Source: an optimization exercise on an open RTL-to-GDS flow (aim: small area, a short achievable clock period and few clock cycles). Production flows keep margins and buffers that such runs may drop.
Where RTL was checked, it was by simulation tests only, not by an equivalence proof against the original.
Power figures rest on the tool's default switching activity, not on a simulated workload.

run a:
==> flow/design.v <==
package ahb_pkg;
    typedef logic [1:0] trans_t;
    localparam trans_t HTRANS_IDLE   = 2'b00;
    localparam trans_t HTRANS_BUSY   = 2'b01;    
    localparam trans_t HTRANS_NONSEQ = 2'b10;    
    localparam trans_t HTRANS_SEQ    = 2'b11;
    typedef logic [2:0] burst_t;
    localparam burst_t HBURST_SINGLE = 3'b000;
    localparam burst_t HBURST_INCR   = 3'b001;   
    localparam burst_t HBURST_INCR4  = 3'b011;
    localparam burst_t HBURST_INCR8  = 3'b101;
    localparam burst_t HBURST_INCR16 = 3'b111;
    localparam int WORD_STEP = 4;
endpackage
package master_pkg;
    localparam int ADDR_W = 32;
    localparam int DATA_W = 32;
    localparam int LEN_W = 4;    
    typedef logic [ADDR_W-1:0] addr_t;
    typedef logic [DATA_W-1:0] data_t;
    typedef logic [LEN_W-1:0]  len_t;
endpackage
`timescale 1ns/1ps
module beat_fifo
(
    input  logic   i_clk,
    input  logic   i_reset_n,
    input  logic   i_load,
    input  logic   i_keep,
    input  master_pkg::data_t  i_data,
    input  logic   i_pop,
    output master_pkg::data_t  o_data,
    output logic   o_held
);
    master_pkg::data_t word_q;
    logic held_q;
    assign o_data = word_q;
    assign o_held = held_q;
    always_ff @(posedge i_clk) begin
        if (i_load) begin
            word_q <= i_data;
        end
    end
    always_ff @(posedge i_clk or negedge i_reset_n) begin
        if (!i_reset_n) begin
            held_q <= 1'b0;
        end else begin
            held_q <= i_keep || (held_q && !i_pop);
        end
    end
endmodule
`timescale 1ns/1ps
module ahb_txn_ctrl
(
    input  logic   i_clk,
    input  logic   i_reset_n,
    input  logic   i_req_valid,
    input  logic   i_req_read,
    input  master_pkg::addr_t  i_req_addr,
    input  master_pkg::len_t   i_req_len,
    output logic   o_req_ready,
    input  logic   i_wr_ok,                
    input  logic   i_rd_ok,                
    output logic   o_dp_wr,                
    output logic   o_dp_rd,                
    input  logic   i_hready,
    output logic   o_hsel,
    output master_pkg::addr_t  o_haddr,
    output ahb_pkg::trans_t o_htrans,
    output ahb_pkg::burst_t o_hburst,
    output logic   o_hwrite
);
    logic          ld_q, st_q, dpv_q, dpw_q, hwrite_q, shown_q;
    logic [2:0]    hburst_q;
    logic [3:0]    rem_q;
    logic [29:0]   haddr_q;
    logic can, active, samp, last, done, take;
    assign can    = shown_q || (hwrite_q ? i_wr_ok : i_rd_ok);
    assign active = ld_q && can;
    assign samp   = i_hready && active;
    assign last   = (rem_q == 4'd0);
    assign done   = samp && last;
    assign o_req_ready = !ld_q || done;
    assign take   = i_req_valid && o_req_ready;
    always_ff @(posedge i_clk or negedge i_reset_n) begin
        if (!i_reset_n) begin
            ld_q    <= 1'b0;
            st_q    <= 1'b0;
            dpv_q   <= 1'b0;
            dpw_q   <= 1'b0;
            shown_q <= 1'b0;
        end else begin
            ld_q    <= take || (ld_q && !done);
            st_q    <= !take && !done && (samp || st_q);
            shown_q <= active && !i_hready;
            if (i_hready) begin
                dpv_q <= samp;
                dpw_q <= hwrite_q;
            end
        end
    end
    always_ff @(posedge i_clk) begin
        if (take) begin
            haddr_q  <= i_req_addr[31:2];
            rem_q    <= i_req_len;
            hwrite_q <= !i_req_read;
            case (i_req_len)
                4'd0:    hburst_q <= ahb_pkg::HBURST_SINGLE;
                4'd3:    hburst_q <= ahb_pkg::HBURST_INCR4;
                4'd7:    hburst_q <= ahb_pkg::HBURST_INCR8;
                4'd15:   hburst_q <= ahb_pkg::HBURST_INCR16;
                default: hburst_q <= ahb_pkg::HBURST_INCR;
            endcase
        end else if (samp) begin
            haddr_q[7:0] <= haddr_q[7:0] + 8'd1;    
            rem_q        <= rem_q - 4'd1;
        end
    end
    assign o_dp_wr  = dpv_q && dpw_q;
    assign o_dp_rd  = dpv_q && !dpw_q;
    assign o_htrans = {active, st_q};
    assign o_hsel   = ld_q;
    assign o_haddr  = {haddr_q, 2'b00};
    assign o_hburst = hburst_q;
    assign o_hwrite = hwrite_q;
endmodule
`timescale 1ns/1ps
module ahb_master
(
    input  logic   i_clk,
    input  logic   i_reset_n,
    input  logic   i_req_valid,
    input  logic   i_req_read,
    input  master_pkg::addr_t  i_req_addr,
    input  master_pkg::len_t   i_req_len,
    output logic   o_req_ready,
    input  logic   i_wdata_valid,
    input  master_pkg::data_t  i_wdata,
    output logic   o_wdata_ready,
    output logic   o_rdata_valid,
    output master_pkg::data_t  o_rdata,
    input  logic   i_rdata_ready,
    output logic   o_hsel,
    output master_pkg::addr_t  o_haddr,
    output ahb_pkg::trans_t o_htrans,
    output ahb_pkg::burst_t o_hburst,
    output logic   o_hwrite,
    output master_pkg::data_t  o_hwdata,
    input  master_pkg::data_t  i_hrdata,
    input  logic   i_hready
);
    logic dp_wr, dp_rd;
    logic wr_held, wr_pop, wr_push;
    logic rd_held, rd_in, rd_take;
    logic wr_ok, rd_ok;
    master_pkg::data_t rd_word;
    assign wr_pop        = i_hready && dp_wr;
    assign o_wdata_ready = !wr_held || wr_pop;
    assign wr_push       = i_wdata_valid && o_wdata_ready;
    assign wr_ok         = wr_push || (wr_held && !dp_wr);
    assign rd_in         = i_hready && dp_rd;
    assign o_rdata_valid = rd_held || rd_in;
    assign o_rdata       = rd_held ? rd_word : i_hrdata;
    assign rd_take       = o_rdata_valid && i_rdata_ready;
    assign rd_ok         = (!rd_held && !dp_rd) || rd_take;
    beat_fifo u_wr_buf (
        .i_clk(i_clk), .i_reset_n(i_reset_n),
        .i_load(wr_push), .i_keep(wr_push), .i_data(i_wdata), .i_pop(wr_pop),
        .o_data(o_hwdata), .o_held(wr_held)
    );
    beat_fifo u_rd_buf (
        .i_clk(i_clk), .i_reset_n(i_reset_n),
        .i_load(!rd_held), .i_keep(rd_in && !i_rdata_ready), .i_data(i_hrdata), .i_pop(i_rdata_ready),
        .o_data(rd_word), .o_held(rd_held)
    );
    ahb_txn_ctrl u_ctrl (
        .i_clk(i_clk), .i_reset_n(i_reset_n),
        .i_req_valid(i_req_valid), .i_req_read(i_req_read),
        .i_req_addr(i_req_addr), .i_req_len(i_req_len), .o_req_ready(o_req_ready),
        .i_wr_ok(wr_ok), .i_rd_ok(rd_ok),
        .o_dp_wr(dp_wr), .o_dp_rd(dp_rd),
        .i_hready(i_hready),
        .o_hsel(o_hsel), .o_haddr(o_haddr), .o_htrans(o_htrans),
        .o_hburst(o_hburst), .o_hwrite(o_hwrite)
    );
endmodule
export LEC_CHECK = 0
export ABC_AREA = 1
export CAP_MARGIN = 20
export CORE_MARGIN = 2
export CORE_UTILIZATION = 40
export SETUP_SLACK_MARGIN = 1.8
export SLEW_MARGIN = 20
create_clock -name core_clock -period 4.5 [get_ports {i_clk}]
standard.sh (not shown) runs the stock make flow with config.mk's settings and CLKGATE_MAP_FILE= SYNTH_SCRIPT=/design/flow/synth_recipe.tcl, a recipe that flattens the netlist after the stock synthesis.
==> flow/flow/run.sh <==
#!/bin/bash
# Standard layout; ports buffered with the smallest buffer, sizing free to change footprints
bash standard.sh BUFFER_PORTS_ARGS="-buffer_cell sky130_fd_sc_hd__buf_1" MATCH_CELL_FOOTPRINT=0 finish > standard.log 2>&1
#### Input delta (run b over run a)
--- a/flow/design.v
+++ b/flow/design.v
@@ -162,13 +162,13 @@
     assign o_rdata_valid = rd_held || rd_in;
     assign o_rdata       = rd_held ? rd_word : i_hrdata;
     assign rd_take       = o_rdata_valid && i_rdata_ready;
     assign rd_ok         = (!rd_held && !dp_rd) || rd_take;
     beat_fifo u_wr_buf (
         .i_clk(i_clk), .i_reset_n(i_reset_n),
-        .i_load(wr_push), .i_keep(wr_push), .i_data(i_wdata), .i_pop(wr_pop),
+        .i_load(o_wdata_ready), .i_keep(wr_push), .i_data(i_wdata), .i_pop(wr_pop),
         .o_data(o_hwdata), .o_held(wr_held)
     );
     beat_fifo u_rd_buf (
         .i_clk(i_clk), .i_reset_n(i_reset_n),
         .i_load(!rd_held), .i_keep(rd_in && !i_rdata_ready), .i_data(i_hrdata), .i_pop(i_rdata_ready),
         .o_data(rd_word), .o_held(rd_held)
[summary]
- Of run b and run a, the run reporting the lower internal power was run a.
- Fraction of cell area in non-clock buffers (lower): run b
- Delta (run b minus run a): clock network fraction of design power rose by 2.9 points, core utilization held steady, register-to-register slack lower, number of filler cells placed in the layout fell 6.
- Run a reports its worst-path cell with the longest stage delay as sky130_fd_sc_hd__buf_6 while run b reports sky130_fd_sc_hd__and2_4.
- Sort run b and run a by worst vdd rail ir drop desc -> top: run a
- Taking run a as the reference, in run b cell area after synthesis about even; initial cell density of the core roughly the same; number of non-clock inverters shrank by 1; worst setup slack went up by 0.0092 ns.
- Relative to run a, worst slack at placement has gone down in run b.
- Run b ended up with o_htrans[1] as its endpoint of the worst setup timing path; run a ended up with o_req_ready.
- Of run b and run a, the run reporting the lower met3 demand-to-capacity share in global routing was run b.
- Final routed DRC violation total: run a vs run b identical
Testbench counts of run b, summed over its fixed seeds: cycles 15,561.
For run a, only the layout was checked, not whether the RTL still works.

-- afterwards: timing with drivers on the ports --
No port has a modelled driver above. Below, the same layouts with a new extraction and two added sets of constraints.
Step 1 (the two cells are an assumption about what drives the block):
set clk [get_ports {i_clk}]
set_driving_cell -lib_cell sky130_fd_sc_hd__clkbuf_16 $clk
set_driving_cell -lib_cell sky130_fd_sc_hd__buf_2 [delete_from_list [all_inputs] $clk]
Step 2 moves the port delays by t, midway between the first and last clock arrival at a register: inputs arrive t later, outputs are due t later. That takes back most of the time a late clock gives input paths.
a / b / c = no drivers / after step 1 / after step 2; a / b = the first two.
run	shift t [ns]	slack for setup (ns)	worst setup path at the end	slew at the worst register clock pin (ns)	worst data-port slew with drivers (ns)
run a	0.394	1.895 / 1.839 / 1.689	input to register	0.11 / 0.11	0.06
run b	0.385	1.905 / 1.849 / 1.663	input to register	0.11 / 0.11	0.05
After both steps setup and hold are still met in every run listed. For run b, which loses most, drivers alone change the setup slack by -0.056 ns; drivers and shift together by -0.242 ns.
